This is an optimization exercise on Yosys and OpenROAD, whose aim is small area, a short achievable clock period and few clock cycles, not a production implementation.
RTL that was checked went through simulation tests only; none was proved equivalent to the original.
No functional check of the RTL was part of run 2.

==> flow/design.v, too long to show whole: its modules and the start of the top module <==
// module cmult_round_sat: 10 lines
// module axis_cmult: 3034 lines
// module cmult_fa: 4 lines
// module cmult_ha: 4 lines
module axis_cmult
#(
  parameter int IN_WIDTH  = 16,
  parameter int OUT_WIDTH = 16,
  parameter int SHIFT     = 15,
  parameter int ROUND     = 1
) (
  input  logic                     aclk,
  input  logic                     areset,
  input  logic [2*IN_WIDTH-1:0]    s_axis_a_tdata,
  input  logic                     s_axis_a_tvalid,
  output logic                     s_axis_a_tready,
  input  logic                     s_axis_a_tlast,
  input  logic [2*IN_WIDTH-1:0]    s_axis_b_tdata,
  input  logic                     s_axis_b_tvalid,
  output logic                     s_axis_b_tready,
  input  logic                     conj_b,
  output logic [2*OUT_WIDTH-1:0]   m_axis_tdata,
  output logic                     m_axis_tvalid,
  input  logic                     m_axis_tready,
  output logic                     m_axis_tlast,
  output logic                     ovf_sticky,
  input  logic                     ovf_clr
);
  // ...
==> flow/flow/run.sh <==
#!/bin/bash
# Own layout flow: the standard ORFS flow (standard.sh, standard synthesis unchanged)
# with extra ORFS make variables appended to its make command line.
set -euo pipefail
EXTRA=$(cat flow/extra_vars.txt)
sed "s|\"\${@:-finish}\"|$EXTRA \"\${@:-finish}\"|" standard.sh > my_standard.sh
bash my_standard.sh > flow_make.log 2>&1
==> flow/flow/extra_vars.txt <==
BUFFER_PORTS_ARGS="-buffer_cell sky130_fd_sc_hd__buf_1" MATCH_CELL_FOOTPRINT=0
==> flow/standard.sh <==
#!/bin/bash
# synth_recipe.tcl (not shown) runs the flow's synth.tcl, then flattens the netlist and writes it again
# the make line also repeats each setting of config.mk as NAME=value (left out here)
make -C /OpenROAD-flow-scripts/flow DESIGN_CONFIG=/design/flow/config.mk WORK_HOME=/design/flow/orfs CLKGATE_MAP_FILE= SYNTH_SCRIPT=/design/flow/synth_recipe.tcl "${@:-finish}"
==> flow/config.mk <==
export PLATFORM = sky130hd
export DESIGN_NAME = axis_cmult
export DESIGN_NICKNAME = axis_cmult
export VERILOG_FILES = /design/flow/design.v
export SDC_FILE = /design/flow/constraint.sdc
export NUM_CORES = 4
export LEC_CHECK = 0
export CAP_MARGIN = 20
export CORE_MARGIN = 2
export CORE_UTILIZATION = 40
export SETUP_SLACK_MARGIN = 4.45
export SLEW_MARGIN = 20
export SYNTH_HIERARCHICAL = 1
==> flow/constraint.sdc <==
create_clock -name core_clock -period 8.5 [get_ports {aclk}]
set_input_delay 1.7000 -clock core_clock [delete_from_list [all_inputs] [get_ports {aclk}]]
set_output_delay 1.7000 -clock core_clock [all_outputs]
set_load 0.01 [all_outputs]
==> impl_metrics.csv, run 1 <==
group,metric,value,unit
critical_path,worstPathArrival,4.48,ns
sta,drv_slew,0,
floorplan,num_rows,99,
cells_and_area,final_core_util,47.2,%
logic_synthesis,synthesis.instances,2628,
logic_synthesis,seq_area_frac_synth,22.3,%
outcome,status,"timing/DRC/antenna clean",
logic_synthesis,syn_area,0.0297,mm^2
grt,grt_pass1_wl,157000,um
grt,track_usage,26.9,%
critical_path,crit_start,"ai[8]$_DFFE_PN_",
cells_and_area,multi_input_area,0.0224,mm^2
logic_synthesis,synth_warnings,8,
cells_and_area,fill_cells,6587,
route,highest_layer,"met4",
logic_synthesis,synth_top_area_share,30.6,%
floorplan,ios,109,
clock_network,cts_tree,"built",
critical_path,cp-end-kind,"flip-flop",
logic_synthesis,ys_async_sr_fraction,2.25,%
grt,grt_pass1_vias,24583,
cells_and_area,n_all_inverters,59,
cells_and_area,clkbuf_count,34,
cells_and_area,design.seq.count,222,
critical_path,cp_num_buf_inv,1,
sta,setup_viol,0,
sta,finClkSkew,0.0329,ns
grt,met2_usage,40.9,%
logic_synthesis,synthTopCellsByCount,"xnor2_1, a22oi_1, fa_1",
grt,grt_max_degree,79,
floorplan,start_util,40.6,%
cells_and_area,seqCellArea,0.00664,mm^2
Testbench counts, summed over its fixed seeds: cycles 24,024.
==> run 2: changes to the inputs <==
--- a/flow/design.v
+++ b/flow/design.v
@@ -871,17 +871,17 @@
   logic re_s777;
   logic re_c778;
   logic re_s779;
   logic re_c780;
   logic re_s781;
   logic re_c782;
   logic re_s783;
   logic re_c784;
-  logic [9:0] re_lo;
+  logic [11:0] re_lo;
   logic im_p785;
   logic im_p786;
   logic im_p787;
   logic im_p788;
   logic im_p789;
   logic im_p790;
   logic im_p791;
   logic im_p792;
@@ -1656,17 +1656,17 @@
   logic im_s1561;
   logic im_c1562;
   logic im_s1563;
   logic im_c1564;
   logic im_s1565;
   logic im_c1566;
   logic im_s1567;
   logic im_c1568;
-  logic [9:0] im_lo;
+  logic [11:0] im_lo;
   assign re_p1 = (br_one[0] & ar[0]) ^ br_neg[0];
   assign re_p2 = ((br_one[0] & ar[1]) | (br_two[0] & ar[0])) ^ br_neg[0];
   assign re_p3 = ((br_one[0] & ar[2]) | (br_two[0] & ar[1])) ^ br_neg[0];
   assign re_p4 = ((br_one[0] & ar[3]) | (br_two[0] & ar[2])) ^ br_neg[0];
   assign re_p5 = ((br_one[0] & ar[4]) | (br_two[0] & ar[3])) ^ br_neg[0];
   assign re_p6 = ((br_one[0] & ar[5]) | (br_two[0] & ar[4])) ^ br_neg[0];
   assign re_p7 = ((br_one[0] & ar[6]) | (br_two[0] & ar[5])) ^ br_neg[0];
   assign re_p8 = ((br_one[0] & ar[7]) | (br_two[0] & ar[6])) ^ br_neg[0];
@@ -2194,17 +2194,17 @@
   cmult_fa u_re_s769 (.a(re_c638), .b(re_s707), .c(re_c706), .s(re_s769), .co(re_c770));
   cmult_fa u_re_s771 (.a(re_s645), .b(re_c708), .c(re_s709), .s(re_s771), .co(re_c772));
   cmult_fa u_re_s773 (.a(re_s649), .b(re_c710), .c(re_s711), .s(re_s773), .co(re_c774));
   cmult_fa u_re_s775 (.a(re_c650), .b(re_s713), .c(re_c712), .s(re_s775), .co(re_c776));
   cmult_fa u_re_s777 (.a(re_s657), .b(re_c714), .c(re_s715), .s(re_s777), .co(re_c778));
   cmult_fa u_re_s779 (.a(re_c658), .b(re_s717), .c(re_c716), .s(re_s779), .co(re_c780));
   cmult_fa u_re_s781 (.a(re_c660), .b(re_s719), .c(re_c718), .s(re_s781), .co(re_c782));
   cmult_fa u_re_s783 (.a(~re_p272), .b(re_s721), .c(re_c720), .s(re_s783), .co(re_c784));
-  assign re_lo = {1'b0, {re_c738, re_c736, re_c734, re_c732, re_c730, re_c728, re_c726, re_c724, re_s723}} + {1'b0, {re_s739, re_s737, re_s735, re_s733, re_s731, re_s729, re_s727, re_s725, re_s663}};
+  assign re_lo = {1'b0, {re_c742, re_c740, re_c738, re_c736, re_c734, re_c732, re_c730, re_c728, re_c726, re_c724, re_s723}} + {1'b0, {re_s743, re_s741, re_s739, re_s737, re_s735, re_s733, re_s731, re_s729, re_s727, re_s725, re_s663}};
   assign im_p785 = (br_one[0] & ai[0]) ^ br_neg[0];
   assign im_p786 = ((br_one[0] & ai[1]) | (br_two[0] & ai[0])) ^ br_neg[0];
   assign im_p787 = ((br_one[0] & ai[2]) | (br_two[0] & ai[1])) ^ br_neg[0];
   assign im_p788 = ((br_one[0] & ai[3]) | (br_two[0] & ai[2])) ^ br_neg[0];
   assign im_p789 = ((br_one[0] & ai[4]) | (br_two[0] & ai[3])) ^ br_neg[0];
   assign im_p790 = ((br_one[0] & ai[5]) | (br_two[0] & ai[4])) ^ br_neg[0];
   assign im_p791 = ((br_one[0] & ai[6]) | (br_two[0] & ai[5])) ^ br_neg[0];
   assign im_p792 = ((br_one[0] & ai[7]) | (br_two[0] & ai[6])) ^ br_neg[0];
@@ -2732,22 +2732,18 @@
   cmult_fa u_im_s1553 (.a(im_c1422), .b(im_s1491), .c(im_c1490), .s(im_s1553), .co(im_c1554));
   cmult_fa u_im_s1555 (.a(im_s1429), .b(im_c1492), .c(im_s1493), .s(im_s1555), .co(im_c1556));
   cmult_fa u_im_s1557 (.a(im_s1433), .b(im_c1494), .c(im_s1495), .s(im_s1557), .co(im_c1558));
   cmult_fa u_im_s1559 (.a(im_c1434), .b(im_s1497), .c(im_c1496), .s(im_s1559), .co(im_c1560));
   cmult_fa u_im_s1561 (.a(im_s1441), .b(im_c1498), .c(im_s1499), .s(im_s1561), .co(im_c1562));
   cmult_fa u_im_s1563 (.a(im_c1442), .b(im_s1501), .c(im_c1500), .s(im_s1563), .co(im_c1564));
   cmult_fa u_im_s1565 (.a(im_c1444), .b(im_s1503), .c(im_c1502), .s(im_s1565), .co(im_c1566));
   cmult_fa u_im_s1567 (.a(~im_p1056), .b(im_s1505), .c(im_c1504), .s(im_s1567), .co(im_c1568));
-  assign im_lo = {1'b0, {im_c1522, im_c1520, im_c1518, im_c1516, im_c1514, im_c1512, im_c1510, im_c1508, im_s1507}} + {1'b0, {im_s1523, im_s1521, im_s1519, im_s1517, im_s1515, im_s1513, im_s1511, im_s1509, im_s1447}};
+  assign im_lo = {1'b0, {im_c1526, im_c1524, im_c1522, im_c1520, im_c1518, im_c1516, im_c1514, im_c1512, im_c1510, im_c1508, im_s1507}} + {1'b0, {im_s1527, im_s1525, im_s1523, im_s1521, im_s1519, im_s1517, im_s1515, im_s1513, im_s1511, im_s1509, im_s1447}};
   logic re_cin;
-  logic re_q9_0;
-  logic re_q9_1;
-  logic re_q10_0;
-  logic re_q10_1;
   logic re_q11_0;
   logic re_q11_1;
   logic re_q12_0;
   logic re_q12_1;
   logic re_q13_0;
   logic re_q13_1;
   logic re_q14_0;
   logic re_q14_1;
@@ -2781,20 +2777,16 @@
   logic re_q28_1;
   logic re_q29_0;
   logic re_q29_1;
   logic re_q30_0;
   logic re_q30_1;
   logic re_q31_0;
   logic re_q31_1;
   logic im_cin;
-  logic im_q9_0;
-  logic im_q9_1;
-  logic im_q10_0;
-  logic im_q10_1;
   logic im_q11_0;
   logic im_q11_1;
   logic im_q12_0;
   logic im_q12_1;
   logic im_q13_0;
   logic im_q13_1;
   logic im_q14_0;
   logic im_q14_1;
@@ -2830,21 +2822,17 @@
   logic im_q29_1;
   logic im_q30_0;
   logic im_q30_1;
   logic im_q31_0;
   logic im_q31_1;
   always_ff @(posedge aclk) begin
     if (go) begin
       l2 <= l1;
-      re_cin <= re_lo[9];
-      re_q9_0 <= re_c740;
-      re_q9_1 <= re_s741;
-      re_q10_0 <= re_c742;
-      re_q10_1 <= re_s743;
+      re_cin <= re_lo[11];
       re_q11_0 <= re_c744;
       re_q11_1 <= re_s745;
       re_q12_0 <= re_c746;
       re_q12_1 <= re_s747;
       re_q13_0 <= re_c748;
       re_q13_1 <= re_s749;
       re_q14_0 <= re_c750;
       re_q14_1 <= re_s751;
@@ -2877,21 +2865,17 @@
       re_q28_0 <= re_c778;
       re_q28_1 <= re_s779;
       re_q29_0 <= re_c780;
       re_q29_1 <= re_s781;
       re_q30_0 <= re_c782;
       re_q30_1 <= re_s783;
       re_q31_0 <= re_c784;
       re_q31_1 <= re_c722;
-      im_cin <= im_lo[9];
-      im_q9_0 <= im_c1524;
-      im_q9_1 <= im_s1525;
-      im_q10_0 <= im_c1526;
-      im_q10_1 <= im_s1527;
+      im_cin <= im_lo[11];
       im_q11_0 <= im_c1528;
       im_q11_1 <= im_s1529;
       im_q12_0 <= im_c1530;
       im_q12_1 <= im_s1531;
       im_q13_0 <= im_c1532;
       im_q13_1 <= im_s1533;
       im_q14_0 <= im_c1534;
       im_q14_1 <= im_s1535;
@@ -2926,26 +2910,22 @@
       im_q29_0 <= im_c1564;
       im_q29_1 <= im_s1565;
       im_q30_0 <= im_c1566;
       im_q30_1 <= im_s1567;
       im_q31_0 <= im_c1568;
       im_q31_1 <= im_c1506;
     end
   end
-  logic [32:9] re_x, re_y;
-  logic [23:0] re_sum;
+  logic [32:11] re_x, re_y;
+  logic [21:0] re_sum;
   logic [17:0] re_top;
-  logic [32:9] im_x, im_y;
-  logic [23:0] im_sum;
+  logic [32:11] im_x, im_y;
+  logic [21:0] im_sum;
   logic [17:0] im_top;
-  assign re_x[9] = re_q9_0;
-  assign re_y[9] = re_q9_1;
-  assign re_x[10] = re_q10_0;
-  assign re_y[10] = re_q10_1;
   assign re_x[11] = re_q11_0;
   assign re_y[11] = re_q11_1;
   assign re_x[12] = re_q12_0;
   assign re_y[12] = re_q12_1;
   assign re_x[13] = re_q13_0;
   assign re_y[13] = re_q13_1;
   assign re_x[14] = re_q14_0;
   assign re_y[14] = re_q14_1;
@@ -2981,21 +2961,17 @@
   assign re_y[29] = re_q29_1;
   assign re_x[30] = re_q30_0;
   assign re_y[30] = re_q30_1;
   assign re_x[31] = re_q31_0;
   assign re_y[31] = re_q31_1;
   assign re_x[32] = 1'b1;
   assign re_y[32] = 1'b0;
   assign re_sum = re_x + re_y + re_cin;
-  assign re_top = re_sum[23:6];
-  assign im_x[9] = im_q9_0;
-  assign im_y[9] = im_q9_1;
-  assign im_x[10] = im_q10_0;
-  assign im_y[10] = im_q10_1;
+  assign re_top = re_sum[21:4];
   assign im_x[11] = im_q11_0;
   assign im_y[11] = im_q11_1;
   assign im_x[12] = im_q12_0;
   assign im_y[12] = im_q12_1;
   assign im_x[13] = im_q13_0;
   assign im_y[13] = im_q13_1;
   assign im_x[14] = im_q14_0;
   assign im_y[14] = im_q14_1;
@@ -3031,17 +3007,17 @@
   assign im_y[29] = im_q29_1;
   assign im_x[30] = im_q30_0;
   assign im_y[30] = im_q30_1;
   assign im_x[31] = im_q31_0;
   assign im_y[31] = im_q31_1;
   assign im_x[32] = 1'b1;
   assign im_y[32] = 1'b0;
   assign im_sum = im_x + im_y + im_cin;
-  assign im_top = im_sum[23:6];
+  assign im_top = im_sum[21:4];
   logic [15:0] re_q, im_q;
   logic ovf_re, ovf_im;
   cmult_round_sat u_rs_re (.top(re_top), .dout(re_q), .ovf(ovf_re));
   cmult_round_sat u_rs_im (.top(im_top), .dout(im_q), .ovf(ovf_im));
   logic [31:0] d3;
   logic ovf_q;
   always_ff @(posedge aclk) begin
     if (go) begin
==> flow/flow/extra_vars.txt (replaced) <==
BUFFER_PORTS_ARGS="-buffer_cell sky130_fd_sc_hd__buf_1"
==> flow/config.mk (replaced) <==
export PLATFORM = sky130hd
export DESIGN_NAME = axis_cmult
export DESIGN_NICKNAME = axis_cmult
export VERILOG_FILES = /design/flow/design.v
export SDC_FILE = /design/flow/constraint.sdc
export NUM_CORES = 4
export LEC_CHECK = 0
export CAP_MARGIN = 20
export CORE_MARGIN = 2
export CORE_UTILIZATION = 40
export SETUP_SLACK_MARGIN = 4.25
export SLEW_MARGIN = 20
export SYNTH_HIERARCHICAL = 1
==> impl_metrics.csv, run 2 <==
group,metric,value,unit
logic_synthesis,syn_area,0.0294,mm^2
route,firstDrtPassIters,8,
logic_synthesis,synth_fa_ha_area_share,35.8,%
clock_network,cts_tree,"built",
sta,finClkSkew,0.0283,ns
sta,setup_viol,0,
cells_and_area,fill_cells,6692,
logic_synthesis,seq_area_frac_synth,21.8,%
floorplan,ios,109,
cells_and_area,layout.nets,3231,
place,placed_cells,3463,
flow_run,maxCapViolCount,0,
grt,grt_pass1_vias,23193,
critical_path,crit_type,"reg2reg",
critical_path,r2r_start,"ar[8]$_DFFE_PN_",
place,preCtsSetupSlack,3.45,ns
clock_network,path_clk_slew,0.08,ns
grt,grt_pass1_wl,143000,um
route,wl_per_cell,26.3,um
logic_synthesis,synth-simple-area-share,2.82,%
route,wl,93900,um
floorplan,num_rows,99,
cells_and_area,top_register,"d3",
clock_network,clock_latency,0.63,ns
outcome,status,"timing/DRC/antenna clean",
critical_path,rrSetupSlack,4.12,ns
cells_and_area,diodes,0,
logic_synthesis,synth_area_leaders,"fa_1, edfxtp_1, xnor2_1",
logic_synthesis,synthXorXnorAreaFrac,17.8,%
hold_path,min_from,"l1$_DFFE_PN_",
sta,slew_headroom,41.5,%
route,viasPerCell,6.15,
sta,setup_ws,4.12,ns
hold_path,worstHoldPathType,"reg2reg",
cells_and_area,largest_reg_flops,32,
hold_path,hold_path_end,"l2$_DFFE_PN_",
hold_path,holdPathStages,0,
floorplan,start_util,40.4,%
sta,fin_tns_setup,0,ns
sta,rsz0062_at_grt,"yes",
clock_network,htree_levels,1,
logic_synthesis,synth_top_area_share,30.9,%
sta,period_share,51.6,%
clock_network,clk_path_buf_depth,3,
sta,worstMarginPinSlew,0.878,ns
route,drcViolationCount,0,
logic_synthesis,synthTopCellsByCount,"xnor2_1, a22oi_1, fa_1",
grt,overflow,0,
logic_synthesis,synth.avg_cell_area,11.3,um^2
clock_network,numCtsBuffers,30,
floorplan,core_area,0.0728,mm^2
cells_and_area,area.growth.synth_to_final,12.1,%
logic_synthesis,synth_nets,3244,
logic_synthesis,synth_top_cell_by_area,"fa_1",
grt,grt_max_degree,79,
logic_synthesis,yosysMostFrequentCell,"xnor2_1",
sta,max_freq,228,MHz
critical_path,cp-end-kind,"flip-flop",
cells_and_area,layout_commonest_cell,"xnor2_1",
grt,track_usage,24.8,%
floorplan,die_area,0.0757,mm^2
logic_synthesis,synth.area.mux_share,0,%
floorplan,dieHeight,275,um
sta,drv_slew,0,
logic_synthesis,ys_async_sr_fraction,2.34,%
logic_synthesis,synth_compound_area_share,17.1,%
logic_synthesis,synth-seq-cells,214,
sta,min_period,4.38,ns
cells_and_area,stdcell_count,3574,
route,via_count,21990,
logic_synthesis,synth-edff-count,209,
logic_synthesis,synth_warnings,8,
logic_synthesis,synthesis.instances,2604,
place,place_congestion,0.885,
route,antenna_left,0,
critical_path,path_max_fanout,17,
logic_synthesis,synth_top_family_by_area,"adder cells",
critical_path,critPathRequiredTime,8.88,ns
critical_path,critPathLaunchType,"flip-flop",
logic_synthesis,yosys_most_used_dff,"edfxtp_1",
critical_path,worstPathArrival,4.76,ns
cells_and_area,final_cell_mix,"xnor2_1, a22oi_1, fa_1",
logic_synthesis,yosys.cell_types.count,53,
critical_path,worst-r2r-cell-count,13,
critical_path,r2r_end,"re_cin$_DFFE_PN_",
clock_network,cts_num_sinks,214,
sta,hold_violations,0,
route,drt_iter0_drc,2552,
floorplan,die_w,275,um
place,dp_hpwl,60900,um
clock_network,hold_buffers,0,
place,io_buffers,108,
clock_network,clock-root-buffer,"clkbuf_16",
cells_and_area,top_regs,"d3: 32 flops, ai: 16 flops, ar: 16 flops",
cells_and_area,layout-drive-gt1-share,12.2,%
grt,antenna_found_initial,1,
==> run 2: cell types whose count changed in the layout (fill, tap and decap cells not counted), moves of 7 or more <==
cell and delta:
a22oi_1 +42, nand2_1 +10, buf_4 -18, clkbuf_16 -29, nor2_1 -12, inv_1 -7
edfxtp_1 -8, a22oi_2 -41, buf_6 +24, buf_12 -33
==> run 2: timing repair <==
action / in CTS / in global routing
pin swaps: 18 / 56
resized for setup: 53 / 139
endpoints found under the setup margin: 53 / 33
gates cloned: 0 / 1
buffers inserted: 45 / 7
==> run 2: worst max-delay path by stage <==
stage / start / to / slack [ns] / cells past startpoint
final: ar[8]$_DFFE_PN_ / re_cin$_DFFE_PN_ / 4.12 / 13
after global routing: br_one[2]$_DFFE_PN_ / re_cin$_DFFE_PN_ / 3.99 / 13
after CTS: ar[4]$_DFFE_PN_ / re_cin$_DFFE_PN_ / 4.05 / 13
after detailed placement: br_two[2]$_DFFE_PN_ / re_cin$_DFFE_PN_ / 3.45 / 12
after global placement: br_two[0]$_DFFE_PN_ / re_cin$_DFFE_PN_ / 3.51 / 12
after floorplan: m_axis_tready / ai[0]$_DFFE_PN_ / 3.09 / 2
==> run 2: routing by layer <==
layer,part of all wire [%],vias to the layer above,global-route usage [%],wire [um]
met5,0,-,0,0
met4,5.2,0,11.4,4920
met3,9.5,276,4.99,8870
met2,46,1405,39.2,42900
met1,40,11189,32.7,37200
li1,-,9120,-,-
==> run 2: area by class of cell <==
type	instances	area, um^2	area share [%]
inverter	52	199	0.604
clock inverter	23	335	1.02
tap	959	1200	3.64
timing repair buffer	251	1900	5.78
clock buffer	33	762	2.31
sequential	214	6400	19.4
multi-input combinational	2042	22100	67.2
==> run 2: cell families after synthesis <==
kind of cell             after synthesis
AO/OA/AOI/OAI                        701
XOR/XNOR                             598
adder cells (fa/ha/maj)              568
buffers and inverters                348
flip-flops                           214
AND/OR/NAND/NOR                      175
==> run 2: through the flow <==
stage               hold slack (ns)  instance area (um^2)  utilization (%)
finish                        0.422                 32900             45.2
global route                  0.427                 32900             45.2
CTS                           0.420                 32300             44.3
detailed placement            0.406                 30600             42.0
global placement              0.401                 30600             41.9
floorplan                     0.400                 29600                -
==> run 2: worst max-delay path, stage by stage (launching register included) <==
cell      delay [ns]
edfxtp_1        0.51
buf_12          0.21
a22oi_2         0.14
xnor2_1         0.16
fa_1            0.50
fa_1            0.47
fa_2            0.35
fa_1            0.46
fa_1            0.54
ha_4            0.21
a21o_1          0.17
a21oi_2         0.15
o21ai_0         0.09
and2_1          0.16
==> run 2: Yosys stat by module, one instance, submodules excluded <==
module | cell area (um^2) | flip-flops and latches
cmult_round_sat | 333 | 0
cmult_fa | 20.0 | 0
cmult_ha | 12.5 | 0
axis_cmult | 19100 | 214

-- what the ideal ports hide --
How much do the figures lean on ideal ports? The routed layouts below were timed once more, with nothing changed but the port constraints.
Step 1 assumes that a clkbuf_16 drives the clock port and a buf_2 every other input.
Step 2 moves the port delays by t, midway between the first and last clock arrival at a register: inputs arrive t later, outputs are due t later. That takes back most of the time a late clock gives input paths.
Slacks: ideal ports / drivers / drivers and shift; pairs: ideal ports / drivers.
run | t, ns | setup slack, ns | worst setup path after step 2 | worst data-port slew with drivers (ns) | cell pins on the clock port's net
run 1 | 0.674 | 4.352 / 4.352 / 4.352 | register to register | 0.05 | 1
run 2 | 0.678 | 4.118 / 4.118 / 4.118 | register to register | 0.07 | 1
After both steps every run listed still meets setup and hold.
